From an optimization exercise on the open Yosys and OpenROAD flow, aimed at small area and a short achievable clock period; shortcuts taken in it are not production practice. Function was not checked in any run shown here: the RTL went through the layout flow alone. Power figures rest on the tool's default switching activity, not on a simulated workload.

**flow/design.v**
```verilog
module logic_probe_trigger #(
    parameter int WIDTH = 128,
    parameter int CNTW  = 16
) (
    input  logic                  clock,
    input  logic                  reset,
    input  logic                  arm,
    input  logic [WIDTH-1:0]      channels,
    input  logic [WIDTH-1:0]      match_mask,
    input  logic [WIDTH-1:0]      match_value,
    input  logic [WIDTH-1:0]      edge_mask,
    input  logic [CNTW-1:0]       occurrences,
    input  logic [CNTW-1:0]       delay,
    input  logic [CNTW-1:0]       sample_div,
    output logic [WIDTH-1:0]      channels_out,
    output logic                  trigger,
    output logic                  sample,
    output logic [1:0]            status
);
    localparam logic [1:0] IDLE  = 2'd0;
    localparam logic [1:0] ARMED = 2'd1;
    localparam logic [1:0] DELAY = 2'd2;
    localparam logic [1:0] FIRED = 2'd3;
    logic [1:0]       state_q;
    logic [WIDTH-1:0] ch_q;
    logic [WIDTH-1:0] chout_q;
    logic             rst_q;
    logic [WIDTH-1:0] mask_q;
    logic [WIDTH-1:0] value_q;
    logic [WIDTH-1:0] edge_q;
    logic [CNTW-1:0]  occ_cnt_q;
    logic             occ_dec_q;
    logic [CNTW-1:0]  dly_cnt_q;
    logic [CNTW-1:0]  div_cnt_q;
    logic             trigger_q;
    logic             sample_q;
    logic             arm_ok_s;
    logic             clr_s;
    logic             more_s;
    logic             count_s;
    logic [1:0]       hit_state_s;
    logic [1:0]       idle_state_s;
    logic [3:0]       hit_d_s;
    logic [3:0]       idle_d_s;
    logic [3:0]       next_d_s;
    logic [WIDTH-1:0] bit_ok_s;
    logic [31:0]      grp4_n_s;
    logic [15:0]      grp8_s;
    logic [3:0]       grp32_n_s;
    logic [1:0]       grp64_s;
    for (genvar i = 0; i < WIDTH; i++) begin : g_bit
        lpt_bit_ok u_ok (.q(ch_q[i]), .qq(chout_q[i]), .m(mask_q[i]), .v(value_q[i]),
                         .e(edge_q[i]), .ok(bit_ok_s[i]));
    end
    for (genvar i = 0; i < 32; i++) begin : g_l1
        lpt_nand4 u_n (.a(bit_ok_s[4*i +: 4]), .y(grp4_n_s[i]));
    end
    for (genvar i = 0; i < 16; i++) begin : g_l2
        lpt_nor2 u_n (.a(grp4_n_s[2*i +: 2]), .y(grp8_s[i]));
    end
    for (genvar i = 0; i < 4; i++) begin : g_l3
        lpt_nand4 u_n (.a(grp8_s[4*i +: 4]), .y(grp32_n_s[i]));
    end
    for (genvar i = 0; i < 2; i++) begin : g_l4
        lpt_nor2 u_n (.a(grp32_n_s[2*i +: 2]), .y(grp64_s[i]));
    end
    for (genvar i = 0; i < 4; i++) begin : g_sel
        lpt_sel u_s (.a(grp64_s[0]), .b(grp64_s[1]), .h(hit_d_s[i]), .i(idle_d_s[i]),
                     .y(next_d_s[i]));
    end
    always_comb begin
        arm_ok_s = arm && (state_q != FIRED);
        clr_s    = reset | rst_q;
        more_s   = occ_dec_q ? (|occ_cnt_q[CNTW-1:2] | &occ_cnt_q[1:0]) : |occ_cnt_q[CNTW-1:1];
        count_s  = (state_q == ARMED) && !arm_ok_s;
        if (arm_ok_s) begin
            idle_state_s = ARMED;
            hit_state_s  = ARMED;
        end else if (state_q == ARMED) begin
            idle_state_s = ARMED;
            hit_state_s  = more_s ? ARMED : ((dly_cnt_q == {CNTW{1'b0}}) ? FIRED : DELAY);
        end else if (state_q == DELAY && ~|dly_cnt_q[CNTW-1:1]) begin
            idle_state_s = FIRED;
            hit_state_s  = FIRED;
        end else begin
            idle_state_s = state_q;
            hit_state_s  = state_q;
        end
        if (reset) begin
            idle_state_s = IDLE;
            hit_state_s  = IDLE;
        end
        hit_d_s  = {count_s && more_s, hit_state_s == FIRED, hit_state_s};
        idle_d_s = {1'b0, idle_state_s == FIRED, idle_state_s};
    end
    always_ff @(posedge clock) begin
        ch_q    <= channels;
        rst_q   <= reset;
        chout_q <= clr_s ? {WIDTH{1'b0}} : ch_q;
    end
    always_ff @(posedge clock) begin
        if (arm_ok_s) begin
            mask_q  <= match_mask;
            value_q <= match_value;
            edge_q  <= edge_mask;
        end
    end
    always_ff @(posedge clock) begin
        state_q   <= next_d_s[1:0];
        trigger_q <= next_d_s[2];
        occ_dec_q <= next_d_s[3];
    end
    always_ff @(posedge clock) begin
        if (arm_ok_s) begin
            occ_cnt_q <= (occurrences == {CNTW{1'b0}}) ? {{(CNTW-1){1'b0}}, 1'b1} : occurrences;
        end else if (occ_dec_q) begin
            occ_cnt_q <= occ_cnt_q - {{(CNTW-1){1'b0}}, 1'b1};
        end
    end
    always_ff @(posedge clock) begin
        if (arm_ok_s) begin
            dly_cnt_q <= delay;
        end else if (state_q == DELAY) begin
            dly_cnt_q <= dly_cnt_q - {{(CNTW-1){1'b0}}, 1'b1};
        end
    end
    always_ff @(posedge clock) begin
        if (reset) begin
            div_cnt_q <= {CNTW{1'b0}};
            sample_q  <= 1'b0;
        end else if (div_cnt_q == {CNTW{1'b0}}) begin
            div_cnt_q <= sample_div;
            sample_q  <= 1'b1;
        end else begin
            div_cnt_q <= div_cnt_q - {{(CNTW-1){1'b0}}, 1'b1};
            sample_q  <= 1'b0;
        end
    end
    assign channels_out = chout_q;
    assign trigger      = trigger_q;
    assign sample       = sample_q;
    assign status       = state_q;
endmodule
module lpt_bit_ok (
    input  logic q,
    input  logic qq,
    input  logic m,
    input  logic v,
    input  logic e,
    output logic ok
);
    assign ok = ~m | (~(q ^ v) & (~e | (qq ^ v)));
endmodule
module lpt_nand4 (
    input  logic [3:0] a,
    output logic       y
);
    assign y = ~&a;
endmodule
module lpt_nor2 (
    input  logic [1:0] a,
    output logic       y
);
    assign y = ~|a;
endmodule
module lpt_sel (
    input  logic a,
    input  logic b,
    input  logic h,
    input  logic i,
    output logic y
);
    assign y = (a & b) ? h : i;
endmodule
```
**flow/flow/run.sh**
```bash
#!/bin/bash
# Standard layout, with plain buffers (buf_1) on the ports instead of the default delay buffers.
set -euo pipefail
bash standard.sh "BUFFER_PORTS_ARGS=-buffer_cell sky130_fd_sc_hd__buf_1" finish > standard_make.log 2>&1
```
**flow/standard.sh**
```bash
#!/bin/bash
# synth_recipe.tcl (not shown) runs the flow's synth.tcl, then flattens the netlist and writes it again
# the make line also repeats each setting of config.mk as NAME=value (left out here)
make -C /OpenROAD-flow-scripts/flow DESIGN_CONFIG=/design/flow/config.mk WORK_HOME=/design/flow/orfs CLKGATE_MAP_FILE= SYNTH_SCRIPT=/design/flow/synth_recipe.tcl "${@:-finish}"
```
**flow/config.mk**
```make
export PLATFORM = sky130hd
export DESIGN_NAME = logic_probe_trigger
export DESIGN_NICKNAME = logic_probe_trigger
export VERILOG_FILES = /design/flow/design.v
export SDC_FILE = /design/flow/constraint.sdc
export NUM_CORES = 4
export LEC_CHECK = 0
export CAP_MARGIN = 20
export CORE_MARGIN = 2
export CORE_UTILIZATION = 60
export SETUP_SLACK_MARGIN = 1.9
export SLEW_MARGIN = 20
export SYNTH_HIERARCHICAL = 1
```
**flow/constraint.sdc**
```tcl
create_clock -name core_clock -period 3.5 [get_ports {clock}]
set_input_delay 0.7000 -clock core_clock [delete_from_list [all_inputs] [get_ports {clock}]]
set_output_delay 0.7000 -clock core_clock [all_outputs]
set_load 0.01 [all_outputs]
```
==> results of run 1 <==
## how the worst max path moves through the flow
stage | from | to | slack (ps) | cells past startpoint
final | occ_cnt_q[13] | trigger_q | 1110 | 5
after global routing | occ_cnt_q[13] | trigger_q | 1080 | 7
after CTS | occ_cnt_q[13] | trigger_q | 1180 | 5
after detailed placement | dly_cnt_q[1] | trigger_q | 880 | 7
after global placement | dly_cnt_q[0] | trigger_q | 990 | 7
after floorplan | arm | edge_q[0] | 1210 | 3
## power groups by stage
stage	logic, mW	clock network (mW)	registers, mW
final	2.28	7.27	9.66
after global routing	2.45	7.65	9.72
after CTS	2.09	7.31	9.62
after detailed placement	1.70	0	9.75
after global placement	1.66	0	9.72
after floorplan	1.14	0	9.68
## Yosys stat by module (local to each module, per instance)
module,cell area (um2),times used
lpt_sel,18.8,4
lpt_nand4,6.26,36
logic_probe_trigger,20600,1
lpt_nor2,3.75,18
lpt_bit_ok,31.3,128
## layout by cell type (no fill, tap or decap), types with 128 or more instances in the layout
| master | instances |
|---|---|
| and2_1 | 128 |
| buf_6 | 145 |
| inv_1 | 130 |
| dfxtp_2 | 129 |
| nor2_1 | 167 |
| buf_1 | 562 |
| nand2b_1 | 129 |
| a221o_1 | 128 |
| a21boi_1 | 128 |
| dfxtp_1 | 139 |
| edfxtp_1 | 416 |
## timing repair
item / 4_1_cts / 5_1_grt
pin swaps: 29 / 24
gates cloned: 7 / 1
resized for setup: 541 / 62
buffers inserted: 40 / 24
setup endpoints to repair: 582 / 251
## registers in the layout (all words and copies together), names as in the netlist
signal     cells
edge_q       128
occ_dec_q      1
occ_cnt_q     16
value_q      128
chout_q      128
dly_cnt_q     16
trigger_q      1
state_q        2
rst_q          1
ch_q         128
div_cnt_q     16
sample_q       1
mask_q       128
## per-stage QoR
stage | cell area [um2] | setup WS (ps) | total power, mW | utilization [%]
4_1_cts | 32700 | 1180 | 19.0 | 80.0
6_report | 33300 | 1110 | 19.2 | 81.3
5_1_grt | 33300 | 1080 | 19.8 | 81.3
3_5_place_dp | 28500 | 879 | 11.4 | 69.7
3_3_place_gp | 28500 | 991 | 11.4 | 69.7
2_1_floorplan | 25300 | 1210 | 10.8 | -
## logic make-up after synthesis
group,share of synthesized area [%]
muxes,0.280
xor gates and xnor gates,1.16
adders and majority gates,0.250
DFF,72.3
and+or+nand+nor,12.8
AOI/OAI and AO/OA,10.7
other,0.0150
buffers and inverters,2.60
## layer usage
metal / GRT usage, % / vias to the layer above
li1: - / 8312
met1: 37.9 / 8884
met2: 56.2 / 788
met3: 10.3 / 184
met4: 17.6 / 20
met5: 0 / -
## final cells by class
cell class              count  area [um2]
diodes                     44         110
clock buffers              94        1930
clock inverters            33         290
fillers                  2331        7650
inverters                 139         552
multi-input cells         958        6970
flip-flops and latches    694       18300
well taps                 532         666
repair buffers            777        4490
repair inverters            1        8.76
==> run_results.csv, run 1 <==
group,metric,value,unit
status,run_status,"finished clean",
power_and_ir_drop,internal-power,14.6,mW
sta,finalClockSkew,19.3,ps
route,drt-initial-drc-count,1459,
sta,worst_pin_slew,622,ps
synth,netlist.top_cell.by_area,"edfxtp_1",
global_routing,overflow,0,
route,dr_wl_met3,6450,um
critical_path,critPathKind,"reg -> reg",
cts,clockBufferDepth,3,
synth,synth_ff_type,"edfxtp_1",
critical_path,crit_fanout,2,
synth,syn_area,25000,um2
power_and_ir_drop,power_leakage,12.7,nW
power_and_ir_drop,powerDensity,578,nW/um2
synth,netlist_instances,1821,
global_routing,grt_usage,33.2,%
floorplan,start_util,61.0,%
critical_path,reg2reg_depth,5,
synth,syn_avg_cell_area,13.7,um2
synth,ys_types,50,
worst_hold_path,min_from,"channels[71]",
critical_path,r2r-end,"trigger_q",
floorplan,die-width,208,um
route,wl_per_cell,23.1,um
worst_hold_path,hold-path-cell-count,1,
power_and_ir_drop,swShare,24.3,%
placed_design,hpwl,53500,um
cts,clk_latency,600,ps
critical_path,crit_path_start_kind,"register",
synth,yosys_register_bits,694,
critical_path,cp.arrival,2920,ps
placed_design,io_buffers,694,
placed_design,gp_congestion,0.890,
route,vias,18200,
route,wl,75700,um
sta,setup_violations,0,
placed_design,dpl.cell_count,3029,
sta,period_needed,2390,ps
synth,synth.yosys.seq_area_share,72.3,%
critical_path,r2r_start,"occ_cnt_q[13]",
cts,cts.clk_slew.worst_paths,60,ps
route,first_pass_iters,6,
synth,synthTopCellsByCount,"416 x edfxtp_1, 278 x dfxtp_1, 177 x nor2_1",
sta,clock.fmax,0.419,GHz
critical_path,required,4040,ps
critical_path,slowest_delay,590,ps
final_layout,nNetsFinal,3208,
power_and_ir_drop,seqPwrFrac,50.3,%
synth,synth_edf_count,416,
sta,rsz0062_at_grt,"yes",
route,ant_nets,0,
worst_hold_path,worstHoldPathType,"in -> reg",
global_routing,grt_pass1_vias,18300,
power_and_ir_drop,combPwrFrac,11.9,%
critical_path,crit_path_top_delay_cell,"or4_4",
critical_path,crit_family,"simple AND/OR/NAND/NOR gates",
sta,max-slew-margin-rel,58.5,%
route,wl_met2,38400,um
floorplan,num_rows,74,
floorplan,io_pins,695,
floorplan,fp.dieArea,43300,um2
cts,cts_tree,"yes",
final_layout,instances_no_fill,3272,
cts,htreeDepth,3,
cts,clock-sinks,694,
cts,cts_root_buf,"clkbuf_16",
power_and_ir_drop,ir_drop,0.000455,V
cts,hold_buffers,0,
global_routing,grt_start_max_net_pins,129,
route,via_per_inst,5.56,
route,m1WireLength,26800,um
global_routing,grt_first_pass_wirelength,107000,um
sta,hold_ws,191,ps
synth,async_flop_share,0,%
power_and_ir_drop,pwr-share-clk,37.8,%
floorplan,core,40900,um2
synth,yosysWarnings,7,
sta,hold_viol_final,0,
run,max-cap-violations,0,
critical_path,cp.buffers_inverters,0,
power_and_ir_drop,switchingPower,4.66,mW
sta,slew_violations,0,
route,highest_layer,"met5",
critical_path,cp_cell_sequence,"or4_4 -> or4b_4 -> a2111o_1 -> a211oi_2 -> mux2_4",
critical_path,end_kind,"register",
route,drc,0,
synth,yosysTopAreaCellShare,50.0,%
sta,setup_tns,0,ps
synth,netlist_top_cells_area,"edfxtp_1 50%, dfxtp_1 22%, a221o_1 5.1%",
floorplan,die_y,208,um
cts,numCtsBuffers,69,
final_layout,areaGrowthSynthToFinish,33.2,%
worst_hold_path,min_to,"ch_q[71]",
sta,finalCritPeriodShare,68.2,%
synth,synth_most_common_cell,"edfxtp_1",
synth,syn_nets,2389,
global_routing,antenna_found_initial,49,
final_layout,layout-drive-gt1-share,21.1,%
critical_path,r2r_slack,1110,ps
==> run 2: changes to the inputs <==
==> flow/design.v (replaced) <==
module logic_probe_trigger #(
    parameter int WIDTH = 128,
    parameter int CNTW  = 16
) (
    input  logic                  clock,
    input  logic                  reset,
    input  logic                  arm,
    input  logic [WIDTH-1:0]      channels,
    input  logic [WIDTH-1:0]      match_mask,
    input  logic [WIDTH-1:0]      match_value,
    input  logic [WIDTH-1:0]      edge_mask,
    input  logic [CNTW-1:0]       occurrences,
    input  logic [CNTW-1:0]       delay,
    input  logic [CNTW-1:0]       sample_div,
    output logic [WIDTH-1:0]      channels_out,
    output logic                  trigger,
    output logic                  sample,
    output logic [1:0]            status
);
    typedef enum logic [1:0] {
        IDLE  = 2'd0,
        ARMED = 2'd1,
        DELAY = 2'd2,
        FIRED = 2'd3
    } state_t;
    state_t           state_q;
    logic [WIDTH-1:0] ch_q;
    logic [WIDTH-1:0] ch_qq;
    logic [WIDTH-1:0] chout_q;
    logic [WIDTH-1:0] mask_q;
    logic [WIDTH-1:0] value_q;
    logic [WIDTH-1:0] edge_q;
    logic [CNTW-1:0]  delay_q;
    logic [CNTW-1:0]  occ_cnt_q;
    logic [CNTW-1:0]  dly_cnt_q;
    logic [CNTW-1:0]  div_cnt_q;
    logic             trigger_q;
    logic             sample_q;
    logic [WIDTH-1:0] bit_ok_s;
    logic             match_s;
    logic             arm_ok_s;
    logic [CNTW-1:0]  occ_load_s;
    always_comb begin
        bit_ok_s   = ~mask_q | (~(ch_q ^ value_q) & (~edge_q | (ch_qq ^ value_q)));
        match_s    = &bit_ok_s;
        arm_ok_s   = arm && (state_q != FIRED);
        occ_load_s = (occurrences == {CNTW{1'b0}}) ? {{(CNTW-1){1'b0}}, 1'b1}
                                                       : occurrences;
    end
    always_ff @(posedge clock) begin
        if (reset) begin
            ch_q    <= {WIDTH{1'b0}};
            ch_qq   <= {WIDTH{1'b0}};
            chout_q <= {WIDTH{1'b0}};
        end else begin
            ch_q    <= channels;
            ch_qq   <= ch_q;
            chout_q <= ch_q;
        end
    end
    always_ff @(posedge clock) begin
        if (reset) begin
            mask_q  <= {WIDTH{1'b0}};
            value_q <= {WIDTH{1'b0}};
            edge_q  <= {WIDTH{1'b0}};
            delay_q <= {CNTW{1'b0}};
        end else if (arm_ok_s) begin
            mask_q  <= match_mask;
            value_q <= match_value;
            edge_q  <= edge_mask;
            delay_q <= delay;
        end else begin
            mask_q  <= mask_q;
            value_q <= value_q;
            edge_q  <= edge_q;
            delay_q <= delay_q;
        end
    end
    always_ff @(posedge clock) begin
        if (reset) begin
            state_q   <= IDLE;
            occ_cnt_q <= {CNTW{1'b0}};
            dly_cnt_q <= {CNTW{1'b0}};
            trigger_q <= 1'b0;
        end else begin
            case (state_q)
                IDLE, ARMED, DELAY: begin
                    if (arm_ok_s) begin
                        state_q   <= ARMED;
                        occ_cnt_q <= occ_load_s;
                    end else if (state_q == ARMED && match_s) begin
                        if (occ_cnt_q > {{(CNTW-1){1'b0}}, 1'b1}) begin
                            occ_cnt_q <= occ_cnt_q - {{(CNTW-1){1'b0}}, 1'b1};
                        end else if (delay_q == {CNTW{1'b0}}) begin
                            state_q   <= FIRED;
                            trigger_q <= 1'b1;
                        end else begin
                            state_q   <= DELAY;
                            dly_cnt_q <= delay_q;
                        end
                    end else if (state_q == DELAY) begin
                        if (dly_cnt_q <= {{(CNTW-1){1'b0}}, 1'b1}) begin
                            state_q   <= FIRED;
                            trigger_q <= 1'b1;
                        end else begin
                            dly_cnt_q <= dly_cnt_q - {{(CNTW-1){1'b0}}, 1'b1};
                        end
                    end else begin
                        state_q <= state_q;
                    end
                end
                FIRED: begin
                    trigger_q <= 1'b1;
                end
                default: begin
                    state_q   <= IDLE;
                    trigger_q <= 1'b0;
                end
            endcase
        end
    end
    always_ff @(posedge clock) begin
        if (reset) begin
            div_cnt_q <= {CNTW{1'b0}};
            sample_q  <= 1'b0;
        end else if (div_cnt_q == {CNTW{1'b0}}) begin
            div_cnt_q <= sample_div;
            sample_q  <= 1'b1;
        end else begin
            div_cnt_q <= div_cnt_q - {{(CNTW-1){1'b0}}, 1'b1};
            sample_q  <= 1'b0;
        end
    end
    assign channels_out = chout_q;
    assign trigger      = trigger_q;
    assign sample       = sample_q;
    assign status       = state_q;
endmodule
==> flow/run.sh (new file) <==
#!/bin/bash
# synth_recipe.tcl (not shown) runs the flow's synth.tcl, then flattens the netlist and writes it again
# the make line also repeats each setting of config.mk as NAME=value (left out here)
make -C /OpenROAD-flow-scripts/flow DESIGN_CONFIG=/design/flow/config.mk WORK_HOME=/design/flow/orfs CLKGATE_MAP_FILE= SYNTH_SCRIPT=/design/flow/synth_recipe.tcl finish
--- a/flow/config.mk
+++ b/flow/config.mk
@@ -7,7 +7,5 @@
 export LEC_CHECK = 0
 export CAP_MARGIN = 20
 export CORE_MARGIN = 2
-export CORE_UTILIZATION = 60
-export SETUP_SLACK_MARGIN = 1.9
+export CORE_UTILIZATION = 40
 export SLEW_MARGIN = 20
-export SYNTH_HIERARCHICAL = 1
removed: flow/flow/run.sh
removed: flow/standard.sh
==> run 2 against run 1 <==
Net effect: first-iteration DRC count up 24%; non-clock buffer count down 37; total power up 5.0%; combinational power up 28%; largest cell class unchanged; largest power group unchanged.
==> run_results.csv, run 2 <==
group,metric,value,unit
status,run_status,"finished clean",
critical_path,cp.arrival,3770,ps
synth,netlist_top_cells_area,"dfxtp_1 51%, nand2_1 12%, a21oi_1 7.9%",
cts,clk_latency,640,ps
sta,setup_tns,0,ps
placed_design,gp_congestion,0.920,
critical_path,crit_family,"compound AO/OA/AOI/OAI gates",
sta,finalCritPeriodShare,92.6,%
global_routing,grt_start_max_net_pins,161,
floorplan,num_rows,96,
global_routing,grt_pass1_vias,23900,
route,drc,0,
final_layout,final_area,38300,um2
cts,cts_resized,1,
synth,ys_types,63,
route,via_per_inst,5.09,
critical_path,crit_path_start_kind,"register",
critical_path,critPathLaunch,"value_q[81]",
placed_design,placed_area,35700,um2
final_layout,layout-drive-gt1-share,4.53,%
global_routing,grtUsageMet1,37.0,%
synth,syn_avg_cell_area,8.52,um2
synth,synth_top_family_by_area,"simple AND/OR/NAND/NOR gates",
worst_hold_path,worstHoldPathType,"reg -> reg",
synth,yosys.area_share.simple,22.0,%
synth,synthTopCellsByCount,"889 x nand2_1, 708 x dfxtp_1, 438 x a21oi_1",
critical_path,end_kind,"register",
placed_design,io_buffers,694,
final_layout,layout_commonest_cell,"nand2_1",
sta,slew_violations,0,
route,wl,112000,um
critical_path,required,4030,ps
global_routing,grt-busiest-layer,"met2",
synth,netlist_instances,3259,
sta,setup_violations,0,
final_layout,nNetsFinal,4462,
synth,synth_edf_count,0,
sta,finalClockSkew,23.6,ps
floorplan,fp.dieArea,71600,um2
synth,synth_most_common_cell,"nand2_1",
critical_path,critPathKind,"reg -> reg",
global_routing,use_met2,50.5,%
synth,synth-xor-area-share,8.48,%
route,drt-initial-drc-count,1806,
route,first_pass_iters,6,
sta,rsz0062_at_grt,"no",
floorplan,start_util,40.4,%
floorplan,core,68700,um2
power_and_ir_drop,ir_drop,0.000374,V
route,vias,24900,
sta,max-slew-margin-rel,38.0,%
synth,synth-compound-area-share,14.2,%
global_routing,antenna_found_initial,47,
synth,yosys_register_bits,708,
floorplan,die_y,268,um
cts,cts_root_buf,"clkbuf_16",
final_layout,final_cell_mix,"888 x nand2_1, 708 x dfxtp_1, 693 x clkdlybuf4s50_1, 437 x a21oi_1, 258 x nor2b_1",
cts,clockBufferDepth,3,
synth,synth_fa_ha_area_share,0.270,%
power_and_ir_drop,power_leakage,15.2,nW
critical_path,crit_path_top_delay_cell,"or4_1",
worst_hold_path,min_from,"edge_q[96]",
floorplan,io_pins,695,
synth,syn_area,27800,um2
synth,syn_nets,3828,
critical_path,crit_fanout,16,
global_routing,overflow,0,
route,ant_nets,0,
cts,post_cts_buffers,0,
run,max-cap-violations,0,
critical_path,r2r_start,"value_q[81]",
cts,htreeDepth,3,
synth,async_flop_share,0,%
global_routing,grt_usage,30.3,%
synth,netlist.top_cell.by_area,"dfxtp_1",
placed_design,hpwl,86600,um
cts,numCtsBuffers,78,
synth,synth_ff_type,"dfxtp_1",
synth,muxShareOfSynthArea,0.505,%
sta,clock.fmax,0.309,GHz
critical_path,cp_cell_sequence,"xnor2_1 -> a32oi_2 -> nand4_1 -> a2111oi_1 -> buf_4 -> and4_1 -> nand4_1 -> buf_4 -> or4_1 -> a311oi_1",
global_routing,met3_usage,10.1,%
cts,hold_buffers,0,
final_layout,n_fill_cell,6427,
synth,yosysWarnings,1,
critical_path,slowest_delay,480,ps
route,wl_per_cell,22.8,um
critical_path,cp.buffers_inverters,2,
cts,cts_tree,"yes",
sta,period_needed,3240,ps
cts,cts.clk_slew.worst_paths,60,ps
sta,hold_viol_final,0,
power_and_ir_drop,powerDensity,526,nW/um2
sta,worst_pin_slew,930,ps
global_routing,grt_first_pass_wirelength,158000,um
synth,synth.yosys.seq_area_share,51.0,%
synth,yosysTopAreaCellShare,51.0,%
final_layout,areaGrowthSynthToFinish,38.0,%
floorplan,die-width,268,um
cts,clock-sinks,708,
run 2: cell types whose count changed in the layout (fill, tap and decap cells not counted), sizes merged, moves of 416 or more:
cell / previous run / this run
a21oi: 7 / 438
buf: 777 / 47
clkdlybuf4s50: 0 / 693
nand2: 34 / 890
edfxtp: 416 / 0
dfxtp: 278 / 708
run 2: kinds of logic (layout without fill, tap and decap cells):
kind of cell	after synthesis	count (layout)
AND/OR/NAND/NOR	1344	1344
adder cells (fa/ha/maj)	6	6
XOR/XNOR	269	269
other	0	20
AO/OA/AOI/OAI	665	665
buffers and inverters	253	943
flip-flops	708	708
multiplexers	14	14
run 2: metrics by stage:
| stage | util, % | instances | hold slack, ps | total power, mW | worst slack [ps] |
|---|---|---|---|---|---|
| 5_1_grt | 55.7 | 4888 | 470 | 20.9 | 45.4 |
| 4_1_cts | 55.7 | 4880 | 452 | 20.3 | 166 |
| 3_5_place_dp | 52.0 | 4744 | 444 | 12.1 | 5.42 |
| 6_report | 55.8 | 4900 | 450 | 20.2 | 260 |
| 3_3_place_gp | 52.0 | 4744 | 443 | 12.1 | 128 |
| 2_1_floorplan | - | 3259 | 430 | 10.6 | 711 |
run 2: power breakdown:
| part | internal [mW] | switching [mW] | total [mW] |
|---|---|---|---|
| Sequential | 8.58 | 0.423 | 9.00 |
| Combinational | 1.44 | 1.48 | 2.92 |
| Clock | 4.81 | 3.44 | 8.25 |
run 2: final cells by class:
class | count | area (um2) | share of cell area [%]
antenna | 20 | 50.0 | 0.131
multi-input combinational | 2298 | 12700 | 33.1
tap | 931 | 1160 | 3.04
inverter | 67 | 251 | 0.656
clock inverter | 17 | 255 | 0.666
timing repair buffer | 740 | 7470 | 19.5
clock buffer | 119 | 2290 | 5.96
sequential | 708 | 14200 | 37.0
run 2: path summary, 6_finish.rpt:
kind / to / slack, ps / depth (start not counted)
hold reg to reg: edge_q[96] / 450 / 2
hold / removal: edge_q[96] / 450 / 2
setup reg to reg: occ_cnt_q[9] / 260 / 10
setup / recovery: occ_cnt_q[9] / 260 / 10
run 2: per-layer routing:
| layer | vias to the layer above | part of all wire (%) |
|---|---|---|
| li1 | 12100 | - |
| met1 | 11800 | 41 |
| met2 | 768 | 48 |
| met3 | 202 | 8.9 |
| met4 | 62 | 2.7 |
| met5 | - | 0.36 |
run 2: worst register-to-register path: stages, from the launching register on:
cell and delay [ps]:
dfxtp_1 330, xnor2_1 160, a32oi_2 400, nand4_1 240, a2111oi_1 450, buf_4 220
and4_1 210, nand4_1 110, buf_4 230, or4_1 490, a311oi_1 300

[static timing again, ports no longer ideal]
In the flow no input, the clock included, has a driving cell. The finished layouts below were timed again as built, in two steps. Step 1 (the two cells are an assumption about what drives the block):
set clk [get_ports {clock}]
set_driving_cell -lib_cell sky130_fd_sc_hd__clkbuf_16 $clk
set_driving_cell -lib_cell sky130_fd_sc_hd__buf_2 [delete_from_list [all_inputs] $clk]
Step 2 also shifts input and output timing later by t, the mid clock arrival at the registers, as if the neighbouring blocks saw the same clock. Three values: ideal, step 1, step 2; two values: the first two.
run | t, ns | slack for setup (ns) | clock arrival spread, ns | worst data-port slew with drivers (ns)
run 1 | 0.647 | 1.114 / 1.114 / 1.114 | 0.025 / 0.025 | 0.17
run 2 | 0.703 | 0.260 / 0.260 / 0.260 | 0.026 / 0.026 | 0.19
After both steps setup and hold are still met in every run listed.
